Context: an optimization exercise on an open-source flow, tuned for small area, a short achievable clock period and few clock cycles per item. The choices shown serve that exercise and are no tape-out recipe. Only the layout flow was run in this run; the RTL was not checked for function there. Power and IR drop assume default switching activity.

==> design/flow/design.v <==
`timescale 1ns / 1ps
package ilid_pkg;
  localparam int unsigned POS_W = 10;
  typedef enum logic [2:0] {
    OP_READ     = 3'd0,
    OP_INS_HEAD = 3'd1,
    OP_INS_TAIL = 3'd2,
    OP_INS_AT   = 3'd3,
    OP_DELETE   = 3'd4
  } opcode_e;
  typedef enum logic [1:0] {
    ST_DONE  = 2'd0,
    ST_RANGE = 2'd1,
    ST_FULL  = 2'd2
  } status_e;
  typedef enum logic [1:0] {
    SH_HOLD   = 2'd0,
    SH_INSERT = 2'd1,
    SH_DELETE = 2'd2
  } shift_e;
  typedef struct packed {
    logic [2:0]          opcode;
    logic signed [11:0]  position;
    logic signed [31:0]  item_value;
  } ilid_cmd_t;
  typedef struct packed {
    logic signed [31:0]  read_value;
    logic [1:0]          status;
    logic [10:0]         entry_count;
  } ilid_res_t;
  typedef struct packed {
    shift_e              mode;
    logic [POS_W-1:0]    target;
    logic signed [31:0]  value;
  } ilid_ctrl_t;
endpackage
`timescale 1ns / 1ps
module ilid_cell (
  input  logic               clk_i,
  input  logic               we_i,
  input  logic signed [31:0] wdata_i,
  output logic signed [31:0] value_o
);
  logic signed [31:0] value_q;
  always_ff @(posedge clk_i) begin
    if (we_i) value_q <= wdata_i;
  end
  assign value_o = value_q;
endmodule
`timescale 1ns / 1ps
module indexed_list_insert_delete_unit #(
  parameter int unsigned CAPACITY = 64
) (
  input  logic      clk_i,
  input  logic      rst_ni,
  input  logic      start,
  output logic      busy,
  input  ilid_pkg::ilid_cmd_t cmd_i,
  output logic      done_o,
  output ilid_pkg::ilid_res_t res_o
);
  localparam int unsigned CntW = $clog2(CAPACITY + 1);
  localparam int unsigned IdxW = $clog2(CAPACITY);
  localparam int unsigned Last = CAPACITY - 1;
  assign busy = 1'b0;
  logic               v0_q;
  logic [2:0]         op0_q;
  logic [11:0]        pos0_q;
  logic signed [31:0] val0_q;
  always_ff @(posedge clk_i or negedge rst_ni) begin
    if (!rst_ni) v0_q <= 1'b0;
    else         v0_q <= start;
  end
  always_ff @(posedge clk_i) begin
    op0_q  <= cmd_i.opcode;
    pos0_q <= cmd_i.position;
    val0_q <= cmd_i.item_value;
  end
  logic [CntW-1:0] cnt_q, cnt_d;
  logic            pos_neg, pos_lt, pos_gt, full;
  logic            do_ins, do_del, do_rd, rd_err;
  logic [1:0]      status;
  logic [IdxW-1:0] target;
  assign pos_neg = pos0_q[11];
  assign pos_lt  = !pos_neg && ({1'b0, pos0_q[10:0]} <  12'(cnt_q));
  assign pos_gt  = !pos_neg && ({1'b0, pos0_q[10:0]} >  12'(cnt_q));
  assign full    = (cnt_q == CntW'(CAPACITY));
  always_comb begin
    do_ins = 1'b0;
    do_del = 1'b0;
    do_rd  = 1'b0;
    rd_err = 1'b0;
    status = ilid_pkg::ST_DONE;
    target = pos0_q[IdxW-1:0];
    unique case (op0_q)
      ilid_pkg::OP_READ: begin
        if (pos_lt) do_rd = 1'b1;
        else begin
          rd_err = 1'b1;
          status = ilid_pkg::ST_RANGE;
        end
      end
      ilid_pkg::OP_INS_HEAD, ilid_pkg::OP_INS_TAIL, ilid_pkg::OP_INS_AT: begin
        if (op0_q == ilid_pkg::OP_INS_HEAD || (op0_q == ilid_pkg::OP_INS_AT && pos_neg)) begin
          target = '0;
        end else if (op0_q == ilid_pkg::OP_INS_TAIL) begin
          target = cnt_q[IdxW-1:0];
        end
        if (op0_q == ilid_pkg::OP_INS_AT && pos_gt) status = ilid_pkg::ST_RANGE;
        else if (full)                              status = ilid_pkg::ST_FULL;
        else                                        do_ins = 1'b1;
      end
      ilid_pkg::OP_DELETE: begin
        if (pos_lt) do_del = 1'b1;
        else        status = ilid_pkg::ST_RANGE;
      end
      default: status = ilid_pkg::ST_RANGE;
    endcase
    if (!v0_q) begin
      do_ins = 1'b0;
      do_del = 1'b0;
      do_rd  = 1'b0;
    end
  end
  always_comb begin
    cnt_d = cnt_q;
    if (do_ins)      cnt_d = cnt_q + CntW'(1);
    else if (do_del) cnt_d = cnt_q - CntW'(1);
  end
  logic [CAPACITY-1:0] s0_d, s1_d, eq_d;
  always_comb begin
    for (int i = 0; i < CAPACITY; i++) begin
      logic eq, gt;
      eq = (IdxW'(i) == target);
      gt = (IdxW'(i) >  target);
      if (i == Last) begin
        s0_d[i] = (do_ins & gt) | do_del;
        s1_d[i] = do_del;
      end else begin
        s0_d[i] = do_ins & (eq | gt);
        s1_d[i] = (do_ins & eq) | (do_del & (eq | gt));
      end
      eq_d[i] = (do_rd | do_del) & eq;
    end
  end
  logic                v1_q;
  logic [CAPACITY-1:0] s0_q, s1_q, eq_q;
  logic                ins1_q, rd1_q;
  logic signed [31:0]  val1_q;
  logic                rderr1_q;
  logic [1:0]          status1_q;
  logic [CntW-1:0]     cnt1_q;
  always_ff @(posedge clk_i or negedge rst_ni) begin
    if (!rst_ni) begin
      cnt_q <= '0;
      v1_q  <= 1'b0;
    end else begin
      cnt_q <= cnt_d;
      v1_q  <= v0_q;
    end
  end
  always_ff @(posedge clk_i) begin
    s0_q      <= s0_d;
    s1_q      <= s1_d;
    eq_q      <= eq_d;
    ins1_q    <= do_ins;
    rd1_q     <= do_rd;
    val1_q    <= val0_q;
    rderr1_q  <= rd_err;
    status1_q <= status;
    cnt1_q    <= cnt_d;
  end
  logic [IdxW-1:0] map_q [CAPACITY];
  logic [IdxW-1:0] tgt_slot;
  logic [IdxW-1:0] new_slot;
  assign new_slot = map_q[Last];
  always_comb begin
    tgt_slot = '0;
    for (int i = 0; i < CAPACITY; i++) begin
      tgt_slot = tgt_slot | (map_q[i] & {IdxW{eq_q[i]}});
    end
  end
  for (genvar g = 0; g < CAPACITY; g++) begin : g_map
    logic [IdxW-1:0] left_v, right_v, wrap_v;
    if (g == 0) begin : g_head
      assign left_v = map_q[Last];
    end else begin : g_mid_l
      assign left_v = map_q[g-1];
    end
    if (g == Last) begin : g_tail
      assign right_v = map_q[0];
      assign wrap_v  = tgt_slot;
    end else begin : g_mid_r
      assign right_v = map_q[g+1];
      assign wrap_v  = new_slot;
    end
    always_ff @(posedge clk_i or negedge rst_ni) begin
      if (!rst_ni) begin
        map_q[g] <= IdxW'(g);
      end else begin
        map_q[g] <= s1_q[g] ? (s0_q[g] ? wrap_v : right_v)
                            : (s0_q[g] ? left_v : map_q[g]);
      end
    end
  end
  logic signed [31:0] slot_val [CAPACITY];
  for (genvar g = 0; g < CAPACITY; g++) begin : g_slot
    ilid_cell u_cell (
      .clk_i   (clk_i),
      .we_i    (ins1_q && (new_slot == IdxW'(g))),
      .wdata_i (val1_q),
      .value_o (slot_val[g])
    );
  end
  logic [CAPACITY-1:0] rs_d, rs_q;
  always_comb begin
    for (int j = 0; j < CAPACITY; j++) begin
      rs_d[j] = rd1_q && (tgt_slot == IdxW'(j));
    end
  end
  logic            v2_q;
  logic            rderr2_q;
  logic [1:0]      status2_q;
  logic [CntW-1:0] cnt2_q;
  always_ff @(posedge clk_i or negedge rst_ni) begin
    if (!rst_ni) v2_q <= 1'b0;
    else         v2_q <= v1_q;
  end
  always_ff @(posedge clk_i) begin
    rs_q      <= rs_d;
    rderr2_q  <= rderr1_q;
    status2_q <= status1_q;
    cnt2_q    <= cnt1_q;
  end
  logic signed [31:0] rd_bus;
  always_comb begin
    rd_bus = {32{rderr2_q}};
    for (int j = 0; j < CAPACITY; j++) begin
      rd_bus = rd_bus | (slot_val[j] & {32{rs_q[j]}});
    end
  end
  logic                done_q;
  ilid_pkg::ilid_res_t res_q;
  always_ff @(posedge clk_i or negedge rst_ni) begin
    if (!rst_ni) done_q <= 1'b0;
    else         done_q <= v2_q;
  end
  always_ff @(posedge clk_i) begin
    res_q.read_value  <= rd_bus;
    res_q.status      <= status2_q;
    res_q.entry_count <= 11'(cnt2_q);
  end
  assign done_o = done_q;
  assign res_o  = res_q;
endmodule
`timescale 1ns / 1ps
module ilid_top (
  input  logic        clk_i,
  input  logic        rst_ni,
  input  logic        start,
  output logic        busy,
  input  logic [2:0]  cmd_opcode,
  input  logic [11:0] cmd_position,
  input  logic [31:0] cmd_value,
  output logic        done_o,
  output logic [31:0] res_value,
  output logic [1:0]  res_status,
  output logic [10:0] res_count
);
  ilid_pkg::ilid_cmd_t cmd;
  ilid_pkg::ilid_res_t res;
  assign cmd.opcode     = cmd_opcode;
  assign cmd.position   = cmd_position;
  assign cmd.item_value = cmd_value;
  indexed_list_insert_delete_unit #(
    .CAPACITY(64)
  ) u_unit (
    .clk_i  (clk_i),
    .rst_ni (rst_ni),
    .start  (start),
    .busy   (busy),
    .cmd_i  (cmd),
    .done_o (done_o),
    .res_o  (res)
  );
  assign res_value  = res.read_value;
  assign res_status = res.status;
  assign res_count  = res.entry_count;
endmodule
==> design/flow/run.sh <==
#!/bin/bash
# synth_recipe.tcl (not shown) runs the flow's synth.tcl, then flattens the netlist and writes it again
# the make line also repeats each setting of config.mk as NAME=value (left out here)
make -C /OpenROAD-flow-scripts/flow DESIGN_CONFIG=/design/flow/config.mk WORK_HOME=/design/flow/orfs CLKGATE_MAP_FILE= SYNTH_SCRIPT=/design/flow/synth_recipe.tcl finish
==> design/flow/config.mk <==
export PLATFORM = sky130hd
export DESIGN_NAME = ilid_top
export DESIGN_NICKNAME = ilid_top
export VERILOG_FILES = /design/flow/design.v
export SDC_FILE = /design/flow/constraint.sdc
export NUM_CORES = 4
export LEC_CHECK = 0
export CAP_MARGIN = 20
export CELL_PAD_IN_SITES_DETAIL_PLACEMENT = 0
export CELL_PAD_IN_SITES_GLOBAL_PLACEMENT = 0
export CORE_MARGIN = 2
export CORE_UTILIZATION = 55
export PLACE_DENSITY = 0.65
export SETUP_SLACK_MARGIN = 4.8
export SLEW_MARGIN = 20
==> design/flow/constraint.sdc <==
create_clock -name core_clock -period 8.0 [get_ports {clk_i}]
set_input_delay 1.6000 -clock core_clock [delete_from_list [all_inputs] [get_ports {clk_i}]]
set_output_delay 1.6000 -clock core_clock [all_outputs]
set_load 0.01 [all_outputs]
==> notes.md <==
[registers in the layout, summed over array words and instances (netlist names), 32 cells and up]
name                          cells
u_unit.g_slot.u_cell.value_q   2048
u_unit.map_q                    384
u_unit.eq_q                      64
u_unit.rs_q                      64
u_unit.s0_q                      64
u_unit.s1_q                      64
u_unit.res_q                     41
u_unit.val0_q                    32
u_unit.val1_q                    32
[routing by layer]
metal  up-vias  track usage
li1      25100            -
met4        24        0.227
met5         -       0.0174
met3      1626        0.276
met1     37300        0.687
met2      8590        0.610
[cells in the mapped netlist (15+ instances only)]
master | count | area share
o22ai_1 | 15 | 0.00089
nand4_1 | 192 | 0.011
dfstp_2 | 192 | 0.048
nand2_1 | 95 | 0.0034
clkbuf_1 | 304 | 0.011
dfrtp_1 | 203 | 0.048
a222oi_1 | 32 | 0.0031
o21ai_0 | 23 | 0.0011
edfxtp_1 | 2048 | 0.59
a22oi_1 | 505 | 0.036
buf_2 | 18 | 0.00086
a221oi_1 | 324 | 0.027
buf_1 | 40 | 0.0014
nor4_1 | 34 | 0.0020
nand3_1 | 91 | 0.0043
a21oi_1 | 103 | 0.0049
inv_1 | 18 | 0.00064
a22o_1 | 324 | 0.027
nor3_1 | 40 | 0.0019
dfxtp_1 | 398 | 0.076
mux4_2 | 372 | 0.080
and2_1 | 21 | 0.0013
nor2_1 | 285 | 0.010
[kinds of logic (layout without fill, tap and decap cells)]
group | after synthesis | count (layout) | share of synthesized area
simple gates | 824 | 824 | 0.0402
fa+ha+maj | 9 | 9 | 0.00107
flops | 2841 | 2841 | 0.759
compound gates | 1369 | 1369 | 0.104
buf+inv | 392 | 925 | 0.0147
other cells | 1 | 55 | 0.0000357
mux | 384 | 384 | 0.0810
xor+xnor | 6 | 6 | 0.000501
[worst paths after layout]
kind	from	cells past startpoint	slack (ns)	to
setup / recovery	u_unit.rs_q[21]$_DFF_P_	6	4.36	u_unit.res_q[24]$_DFF_P_
max in group asynchronous	rst_ni	2	6.06	u_unit.map_q[51][3]$_DFFE_PN0P_
hold reg to reg	u_unit.val0_q[1]$_DFF_P_	0	0.32	u_unit.val1_q[1]$_DFF_P_
min in group asynchronous	rst_ni	1	0.63	u_unit.map_q[32][0]$_DFFE_PN0P_
hold / removal	u_unit.val0_q[1]$_DFF_P_	0	0.32	u_unit.val1_q[1]$_DFF_P_
setup reg to reg	u_unit.rs_q[21]$_DFF_P_	6	4.36	u_unit.res_q[24]$_DFF_P_
[worst max-delay path: cells and delay by family (launching register included)]
kind,cells,cell delay (ns)
compound gates,1,0.30
buf+inv,2,0.71
flops,1,0.53
simple gates,3,1.56
[repair_timing]
action | in CTS | in global routing
setup buffers | 49 | 2
gates resized for setup | 153 | 50
gates cloned | 0 | 0
endpoints found under the setup margin | 1867 | 349
pin swaps | 39 | 8
[stage by stage]
stage	hold slack [ns]	instances	setup slack, ns	cell area [um2]	total power [mW]
3_5_place_dp	0.312	8296	3.77	110000	17.0
5_1_grt	0.326	8889	4.60	120000	31.0
2_1_floorplan	0.310	5830	4.81	105000	16.6
6_report	0.323	8924	4.36	121000	30.5
4_1_cts	0.324	8872	4.80	120000	30.4
3_3_place_gp	0.310	8295	3.79	110000	17.0
[area by class of cell]
cell class / instances / area share
tap: 2511 / 0.0261
clock buffer: 406 / 0.0699
clock inverter: 121 / 0.00909
multi-input combinational: 2597 / 0.204
sequential: 2841 / 0.662
inverter: 20 / 0.000664
antenna: 50 / 0.00104
timing repair buffer: 378 / 0.0271
[power by group through the flow]
stage | registers, mW | clock network (mW) | logic (mW)
6_report | 16.1 | 13.8 | 0.603
5_1_grt | 16.1 | 14.3 | 0.626
4_1_cts | 16.1 | 13.7 | 0.575
3_5_place_dp | 16.4 | 0 | 0.578
3_3_place_gp | 16.4 | 0 | 0.571
2_1_floorplan | 16.3 | 0 | 0.223
==> summary.txt <==
Critical path
  – WP data arrival: 4.09 ns
  – Crit-path max cell delay: 0.95 ns
  – Worst setup EP type: register
  – Critical-path top delay cell: nand4_1
  – Element type at the critical path start: register
  – Data required time at the worst endpoint: between 8 and 9 ns
  – Worst-path fanout max: 14
  – Crit Path Class: register to register
  – CP Cell Sequence: buf_4, buf_4, a221oi_1, nand4_1, nor4_1, nand4_1

Floorplan
  – Die height: 441 um
  – Core Footprint: roughly 190000 um2
  – Die X: 441 um
  – Num ports: slightly below 100
  – # rows: 160
  – Initial core utilization: 0.553
  – Die area: 194000 um2

Logic synthesis
  – Synth Cell Area: 105000 um2
  – Async SR Flop Fraction: 0.139
  – Post-Syn Area per Cell: 18.0 um2
  – Post-synth EDFFs: 2048
  – Sequential area share after synthesis: 0.759
  – Yosys cell types: 67
  – Cells after Synth: 5826
  – Predominant post-synthesis flop cell: edfxtp_1
  – Post-synthesis register bit count: 2841
  – Number of synthesis warnings: 5

STA
  – Setup Viol. Count Final: 0
  – Worst Skew: around 0.053 ns
  – Fin. Hold Viols: 0
  – RSZ-0062 raised after global routing: yes
  – Worst-Margin Slew: approximately 1.2 ns
  – Final Cycle Share: 0.455
  – Tmin final: approximately 3.6 ns
  – Slew margin rel.: 0.225
  – Fmax: 0.275 GHz
  – Fin Setup TNS: 0 ns
  – Final Max Slew Viols: 0

GRT
  – Total grt overflow: 0
  – Vias in the first global route: roughly 66000
  – Gr usage total: 0.489
  – Largest net degree at the start of global routing: 135
  – Initial antenna violation count: 47
  – Wire length of the first global-routing pass: 617000 um

Clock tree
  – CTS tree: done
  – Root Buffer: clkbuf_16
  – Clock sink count: roughly 2800
  – CTS buffer count: 302
  – H-tree levels: 5
  – Clock Pin Slew Worst Setup and Hold Paths: 0.06 ns
  – Clock latency on the worst-skew pair: around 0.94 ns
  – Post-CTS Hold Fix Bufs: 0
  – Clk buf depth: 4

Cells and area
  – Fin util: 0.635
  – Net count, final: 6199
  – Commonest non-fill, non-tap cell in the layout: edfxtp_1
  – Area delta synth->final: 14.9%
  – # fillers: 13300
  – Multi-input combinational cell area: 24600 um2
  – Register area: between 70000 and 80000 um2
  – Most frequent cells in the layout: edfxtp_1 (2048), a22oi_1 (502), mux4_2 (372)
  – Layout cells sized above 1: 0.242

Placement
  – Number of port buffers: 91
  – Routability Congestion: 1.05
  – Post-DP HPWL: ~300000 um

Route
  – Top layer reached by signal wires: met5
  – WL met3: between 90000 and 100000 um
  – Pre-Repair DR Iteration Count: 14
  – Vias: 72700
  – DRC Markers: 0
  – Vias per inst: 8.14
  – DRT antenna net count: 0
  – Met2 wire length: around 180000 um
  – WL per Instance: approximately 53 um
  – Routed met1 length: 170000 um
  – Starting DRT DRC Count: 16800
  – Final wirelength: 477000 um

Hold path
  – HP Class: register to register

Power and ir drop
  – Register share of total power: 0.528
  – Clock share of power: 0.452
  – Sw frac: 0.211
  – Pint: 24.0 mW
  – Sw Pwr: roughly 6.4 mW
  – LEAKAGE: 39.7 nW
  – Max VDD drop: 0.232 mV
  – Power per cell area: around 250 nW/um2
  – Logic gate share of total power: 0.020

Flow run
  – Max Cap Violations: 0

Run status
  – Status: no timing/DRC/antenna violations

## static timing again, ports no longer ideal
No port has a modelled driver above. Below, the same layout with a new extraction and two added sets of constraints.
Step 1, drivers: a clkbuf_16 drives clk_i and a buf_2 each remaining input, both assumed.
Step 2, shift: input delay + t, output delay - t, t = (earliest + latest rising clock arrival at the registers) / 2. This alone moves slack from input paths to output paths.
Slacks: ideal ports / drivers / drivers and shift; pairs: ideal ports / drivers.
t, ns: 1.008
slack for setup (ns): 4.357 / 4.357 / 4.357
hold slack, ns: 0.323 / 0.323 / 0.323
worst slew at a driven data input, ns: 0.15
pins driven straight from the clock port: 1
After both steps setup and hold are still met in this run. The setup slack of this run moves by 0.000 ns with the drivers and by 0.000 ns with both steps.
